Context: an optimization exercise on an open-source flow, tuned for small area. The choices shown serve that exercise and are no tape-out recipe. At most, simulation tests tie the RTL to the original design; equivalence was not proved. No activity file was given, so power comes from the tool's default toggle rates.

Setup of cedar:
==> module epoch_timer, before the edit <==
module epoch_timer (
   input  logic                clk,
   input  logic                rst,
   output bf_word_pkg::epoch_t epoch
);
   localparam logic [10:0] START = 11'h001;
   localparam logic [10:0] LAST  = 11'h6ea;
   logic [10:0] lfsr;
   logic        last;
   assign last = (lfsr == LAST);
   always_ff @(posedge clk) begin
      if (rst || last)
         lfsr <= START;
      else
         lfsr <= {lfsr[9:0], lfsr[10] ^ lfsr[8]};
   end
   always_ff @(posedge clk) begin
      if (rst)
         epoch <= '0;
      else if (last)
         epoch <= epoch + 1'b1;
   end
endmodule
==> module small_fifo, before the edit <==
module small_fifo #(
   parameter int AW = 19
) (
   input  logic          clk,
   input  logic          rst,
   input  logic [2*AW:0] din,
   input  logic          wr_en,
   input  logic          rd_en,
   input  logic          head_adv,
   input  logic          hsel,
   output logic [AW-1:0] addr,
   output logic          kind,
   output logic          empty,
   output logic          ready
);
   logic [2*AW:0] mem [7];
   logic [6:0]    wr_oh;
   logic [6:0]    rd_oh;
   logic [2:0]    count;
   logic          do_wr;
   assign ready = (count != 3'd7);
   assign empty = (count == 3'd0);
   assign do_wr = wr_en && ready;
   always_comb begin
      addr = '0;
      kind = 1'b0;
      for (int i = 0; i < 7; i++) begin
         addr = addr | (mem[i][AW-1:0] & {AW{rd_oh[i] && !hsel}})
                     | (mem[i][2*AW-1:AW] & {AW{rd_oh[i] && hsel}});
         kind = kind | (mem[i][2*AW] && rd_oh[i]);
      end
   end
   always_ff @(posedge clk) begin
      for (int i = 0; i < 7; i++)
         if (do_wr && wr_oh[i])
            mem[i] <= din;
   end
   always_ff @(posedge clk) begin
      if (rst) begin
         wr_oh <= 7'b1;
         rd_oh <= 7'b1;
         count <= '0;
      end else begin
         if (do_wr)
            wr_oh <= {wr_oh[5:0], wr_oh[6]};
         if (head_adv)
            rd_oh <= {rd_oh[5:0], rd_oh[6]};
         case ({do_wr, rd_en})
            2'b10:   count <= count + 1'b1;
            2'b01:   count <= count - 1'b1;
            default: count <= count;
         endcase
      end
   end
endmodule
==> module bf_top, before the edit <==
module bf_top #(
   parameter int TABLE_DEPTH  = 1024,
   parameter int EPOCH_CYCLES = 2032,
   parameter int SCRUB_BATCH  = 6
) (
   input  logic                    clk,
   input  logic                    rst,
   input  logic                    req_valid,
   input  bf_ctrl_pkg::req_kind_t  req_kind,
   input  bf_word_pkg::sram_addr_t req_hash0,
   input  bf_word_pkg::sram_addr_t req_hash1,
   output logic                    req_ready,
   output logic                    sram_rd_req,
   output bf_word_pkg::sram_addr_t sram_rd_addr,
   input  bf_word_pkg::sram_word_t sram_rd_data,
   input  logic                    sram_rd_vld,
   output logic                    sram_wr_req,
   output bf_word_pkg::sram_addr_t sram_wr_addr,
   output bf_word_pkg::sram_word_t sram_wr_data
);
   logic [7:0]  epoch;
   logic [7:0]  epoch_q;      
   logic        req_empty;
   logic        req_pop;
   logic        head_adv;
   logic        head_kind;
   logic        hsel;
   logic [18:0] req_addr;
   logic        take, do_op, addr_is_req;
   logic [9:0]  scrub_addr;
   logic [18:0] addr;
   logic [7:0]  age_in;
   logic [3:0]  code_in;
   logic [52:0] dl [1:4];
   logic [4:1]  pend;
   logic [4:1]  sel;
   logic [52:0] word;
   logic [3:0]  age;
   logic [47:0] result;
   logic [47:0] wr_vec;
   epoch_timer u_timer (
      .clk   (clk),
      .rst   (rst),
      .epoch (epoch)
   );
   small_fifo req_queue (
      .clk      (clk),
      .rst      (rst),
      .din      ({req_kind, req_hash1, req_hash0}),
      .wr_en    (req_valid),
      .rd_en    (req_pop),
      .head_adv (head_adv),
      .hsel     (hsel),
      .addr     (req_addr),
      .kind     (head_kind),
      .empty    (req_empty),
      .ready    (req_ready)
   );
   bf_engine u_engine (
      .clk         (clk),
      .rst         (rst),
      .req_empty   (req_empty),
      .data_avail  (pend != 4'd0),
      .take        (take),
      .do_op       (do_op),
      .req_pop     (req_pop),
      .head_adv    (head_adv),
      .hsel        (hsel),
      .sram_rd_req (sram_rd_req),
      .sram_wr_req (sram_wr_req),
      .addr_is_req (addr_is_req),
      .scrub_addr  (scrub_addr)
   );
   assign sel[4] = pend[4];
   assign sel[3] = pend[3] && !pend[4];
   assign sel[2] = pend[2] && pend[4:3] == 2'd0;
   assign sel[1] = pend[4:2] == 3'd0;
   assign word   = sel[4] ? dl[4] : sel[3] ? dl[3] : sel[2] ? dl[2] : dl[1];
   assign age_in  = epoch - sram_rd_data[23:16];
   assign code_in = (age_in < 8'd12) ? age_in[3:0] : (age_in == 8'hff) ? 4'hf : 4'hc;
   always_ff @(posedge clk) begin
      dl[1] <= {sram_rd_data[71:24], code_in, epoch[0]};
      dl[2] <= dl[1];
      dl[3] <= dl[2];
      dl[4] <= dl[3];
   end
   always_ff @(posedge clk) begin
      if (rst) begin
         pend <= '0;
      end else begin
         pend[1] <= sram_rd_vld;
         pend[2] <= pend[1] && !(take && sel[1]);
         pend[3] <= pend[2] && !(take && sel[2]);
         pend[4] <= pend[3] && !(take && sel[3]);
      end
   end
   assign age = word[4:1] + {3'd0, word[0] ^ epoch[0]};
   bucket_update u_update (
      .vec    (word[52:5]),
      .age    (age),
      .clr    (age[3] && age[2]),
      .do_op  (do_op),
      .kind   (head_kind),
      .result (result)
   );
   always_ff @(posedge clk) begin
      wr_vec  <= result;
      epoch_q <= epoch;
   end
   assign addr         = addr_is_req ? req_addr : {9'd0, scrub_addr};
   assign sram_rd_addr = addr;
   assign sram_wr_addr = addr;
   assign sram_wr_data = {wr_vec, epoch_q, addr[15:0]};
endmodule
==> flow/config.mk <==
export PLATFORM = sky130hd
export DESIGN_NAME = bf_top
export DESIGN_NICKNAME = bf_top
export VERILOG_FILES = /design/flow/design.v
export SDC_FILE = /design/flow/constraint.sdc
export NUM_CORES = 4
export LEC_CHECK = 0
export CAP_MARGIN = 20
export CORE_MARGIN = 2
export CORE_UTILIZATION = 70
export SLEW_MARGIN = 20
==> flow/constraint.sdc <==
create_clock -name core_clock -period 10.0 [get_ports {clk}]
set_input_delay 2.0000 -clock core_clock [delete_from_list [all_inputs] [get_ports {clk}]]
set_output_delay 2.0000 -clock core_clock [all_outputs]
set_load 0.01 [all_outputs]
standard.sh (not shown) runs the stock make flow with config.mk's settings and CLKGATE_MAP_FILE= SYNTH_SCRIPT=/design/flow/synth_recipe.tcl, a recipe that flattens the netlist after the stock synthesis.
==> flow/flow/run.sh <==
#!/bin/bash
# Own layout flow: the standard layout (standard.sh, all steps), with
# three changes:
#  - synthesis runs the standard flow's own script (synth_recipe.tcl) unchanged except that
#    ABC maps the logic with an area-oriented script (flow/abc_area.script)
#    in place of ORFS's speed script; the registers are mapped as before;
#  - the port buffers that global placement inserts use the smallest buffer,
#    sky130_fd_sc_hd__buf_1 (ORFS variable BUFFER_PORTS_ARGS);
#  - clock tree synthesis inserts no dummy loads, uses clkbuf_8 and clusters
#    of at most 16 sinks within 50 um (ORFS variable CTS_ARGS).
# make's full output goes to standard.log here; ORFS's per-step logs are in
# orfs/logs/.
set -euo pipefail
here=$(pwd)
{
  cat <<'TCL'
# synth_recipe.tcl with ABC's -script replaced by $::env(MY_ABC_SCRIPT)
proc abc {args} {
  set i [lsearch -exact $args -script]
  if { $i >= 0 } {
    set args [lreplace $args $i [expr {$i + 1}] -script $::env(MY_ABC_SCRIPT)]
  }
  yosys abc {*}$args
}
TCL
  cat "$here/synth_recipe.tcl"
} > "$here/my_synth.tcl"
export MY_ABC_SCRIPT="$here/flow/abc_area.script"
export BUFFER_PORTS_ARGS="-buffer_cell sky130_fd_sc_hd__buf_1"
export CTS_ARGS="-sink_clustering_enable -repair_clock_nets -dont_use_dummy_load -buf_list sky130_fd_sc_hd__clkbuf_8 -sink_clustering_size 16 -sink_clustering_max_diameter 50"
bash standard.sh "SYNTH_SCRIPT=$here/my_synth.tcl" finish > standard.log 2>&1
==> flow/flow/abc_area.script <==
strash
&get -n
&deepsyn -T 60
&put
dch -f
map -a
strash
dch -f
map -a
topo
cedar reached the final stage; the timing, DRC and antenna checks on its layout passed.
--- input diff cedar..raven ---
diff --git a/flow/design.v b/flow/design.v
--- a/flow/design.v
+++ b/flow/design.v
@@ -26,17 +26,17 @@
    } engine_state_e;
 endpackage
 `timescale 1ns/100ps
 module epoch_timer (
    input  logic                clk,
    input  logic                rst,
-   output bf_word_pkg::epoch_t epoch
+   output bf_word_pkg::epoch_t epoch,
+   output logic [10:0]         lfsr
 );
    localparam logic [10:0] START = 11'h001;
    localparam logic [10:0] LAST  = 11'h6ea;
-   logic [10:0] lfsr;
    logic        last;
    assign last = (lfsr == LAST);
    always_ff @(posedge clk) begin
       if (rst || last)
          lfsr <= START;
       else
@@ -63,14 +63,20 @@
    output logic [AW-1:0] addr,
    output logic          kind,
    output logic          empty,
    output logic          ready
 );
    logic [2*AW:0] mem [7];
+   logic [2:0]    wr_p;
+   logic [2:0]    rd_p;
    logic [6:0]    wr_oh;
    logic [6:0]    rd_oh;
+   always_comb for (int i = 0; i < 7; i++) begin
+      wr_oh[i] = (wr_p == 3'(i));
+      rd_oh[i] = (rd_p == 3'(i));
+   end
    logic [2:0]    count;
    logic          do_wr;
    assign ready = (count != 3'd7);
    assign empty = (count == 3'd0);
    assign do_wr = wr_en && ready;
    always_comb begin
@@ -86,20 +92,20 @@
       for (int i = 0; i < 7; i++)
          if (do_wr && wr_oh[i])
             mem[i] <= din;
    end
    always_ff @(posedge clk) begin
       if (rst) begin
-         wr_oh <= 7'b1;
-         rd_oh <= 7'b1;
+         wr_p <= '0;
+         rd_p <= '0;
          count <= '0;
       end else begin
          if (do_wr)
-            wr_oh <= {wr_oh[5:0], wr_oh[6]};
+            wr_p <= (wr_p == 3'd6) ? 3'd0 : wr_p + 1'b1;
          if (head_adv)
-            rd_oh <= {rd_oh[5:0], rd_oh[6]};
+            rd_p <= (rd_p == 3'd6) ? 3'd0 : rd_p + 1'b1;
          case ({do_wr, rd_en})
             2'b10:   count <= count + 1'b1;
             2'b01:   count <= count - 1'b1;
             default: count <= count;
          endcase
       end
@@ -255,36 +261,43 @@
    input  logic                    sram_rd_vld,
    output logic                    sram_wr_req,
    output bf_word_pkg::sram_addr_t sram_wr_addr,
    output bf_word_pkg::sram_word_t sram_wr_data
 );
    logic [7:0]  epoch;
+   logic [10:0] lfsr;
    logic [7:0]  epoch_q;      
+   logic [3:0]  since;        
    logic        req_empty;
    logic        req_pop;
    logic        head_adv;
    logic        head_kind;
    logic        hsel;
    logic [18:0] req_addr;
    logic        take, do_op, addr_is_req;
    logic [9:0]  scrub_addr;
    logic [18:0] addr;
    logic [7:0]  age_in;
    logic [3:0]  code_in;
-   logic [52:0] dl [1:4];
+   logic [51:0] dl [1:4];
    logic [4:1]  pend;
    logic [4:1]  sel;
-   logic [52:0] word;
+   logic [51:0] word;
    logic [3:0]  age;
    logic [47:0] result;
    logic [47:0] wr_vec;
    epoch_timer u_timer (
       .clk   (clk),
       .rst   (rst),
-      .epoch (epoch)
+      .epoch (epoch),
+      .lfsr  (lfsr)
    );
+   assign since[0] = lfsr == 11'd1;
+   assign since[1] = since[0] || lfsr == 11'd2;
+   assign since[2] = since[1] || lfsr == 11'd4;
+   assign since[3] = since[2] || lfsr == 11'd8;
    small_fifo req_queue (
       .clk      (clk),
       .rst      (rst),
       .din      ({req_kind, req_hash1, req_hash0}),
       .wr_en    (req_valid),
       .rd_en    (req_pop),
@@ -315,13 +328,13 @@
    assign sel[2] = pend[2] && pend[4:3] == 2'd0;
    assign sel[1] = pend[4:2] == 3'd0;
    assign word   = sel[4] ? dl[4] : sel[3] ? dl[3] : sel[2] ? dl[2] : dl[1];
    assign age_in  = epoch - sram_rd_data[23:16];
    assign code_in = (age_in < 8'd12) ? age_in[3:0] : (age_in == 8'hff) ? 4'hf : 4'hc;
    always_ff @(posedge clk) begin
-      dl[1] <= {sram_rd_data[71:24], code_in, epoch[0]};
+      dl[1] <= {sram_rd_data[71:24], code_in};
       dl[2] <= dl[1];
       dl[3] <= dl[2];
       dl[4] <= dl[3];
    end
    always_ff @(posedge clk) begin
       if (rst) begin
@@ -330,15 +343,15 @@
          pend[1] <= sram_rd_vld;
          pend[2] <= pend[1] && !(take && sel[1]);
          pend[3] <= pend[2] && !(take && sel[2]);
          pend[4] <= pend[3] && !(take && sel[3]);
       end
    end
-   assign age = word[4:1] + {3'd0, word[0] ^ epoch[0]};
+   assign age = word[3:0] + {3'd0, (sel & since) != 4'd0};
    bucket_update u_update (
-      .vec    (word[52:5]),
+      .vec    (word[51:4]),
       .age    (age),
       .clr    (age[3] && age[2]),
       .do_op  (do_op),
       .kind   (head_kind),
       .result (result)
    );
Findings:
raven finished all stages; the layout is clean.
In raven relative to cedar, area of placed instances had gone down slightly.
Compare raven and cedar | post-layout minimum cycle time lower: cedar
Of raven and cedar, the higher share of power burned in registers belongs to raven.
As far as proportion of register bits with asynchronous set or reset after synthesis goes, raven and cedar are indistinguishable; the numbers are identical.
raven vs cedar — largest net degree at the start of global routing climbed slightly
Share of the clock period used by the worst path: raven vs cedar up 9.1 points
Compared with cedar, raven shows a lower clock network power share.
Sort raven and cedar by register-to-register slack asc -> top: raven
Against cedar, raven comes in 0.80% lower on synthesized cell count.
The RTL of cedar was laid out without a check of its function.

what the ideal ports hide:
The flow's constraints put no driver on any port. The routed layouts listed below were extracted and timed again, unchanged, in two steps.
Step 1 (the two cells are an assumption about what drives the block):
set clk [get_ports {clk}]
set_driving_cell -lib_cell sky130_fd_sc_hd__clkbuf_16 $clk
set_driving_cell -lib_cell sky130_fd_sc_hd__buf_2 [delete_from_list [all_inputs] $clk]
Step 2, shift: input delay + t, output delay - t, t = (earliest + latest rising clock arrival at the registers) / 2. This alone moves slack from input paths to output paths.
a / b / c = ideal / step 1 / step 2; a / b = the first two.
run	t (ns)	setup slack, ns	worst data-port slew with drivers (ns)
cedar	0.626	4.377 / 4.328 / 4.903	0.09
raven	0.629	3.466 / 3.466 / 3.466	0.08
After both steps every run listed still meets setup and hold.
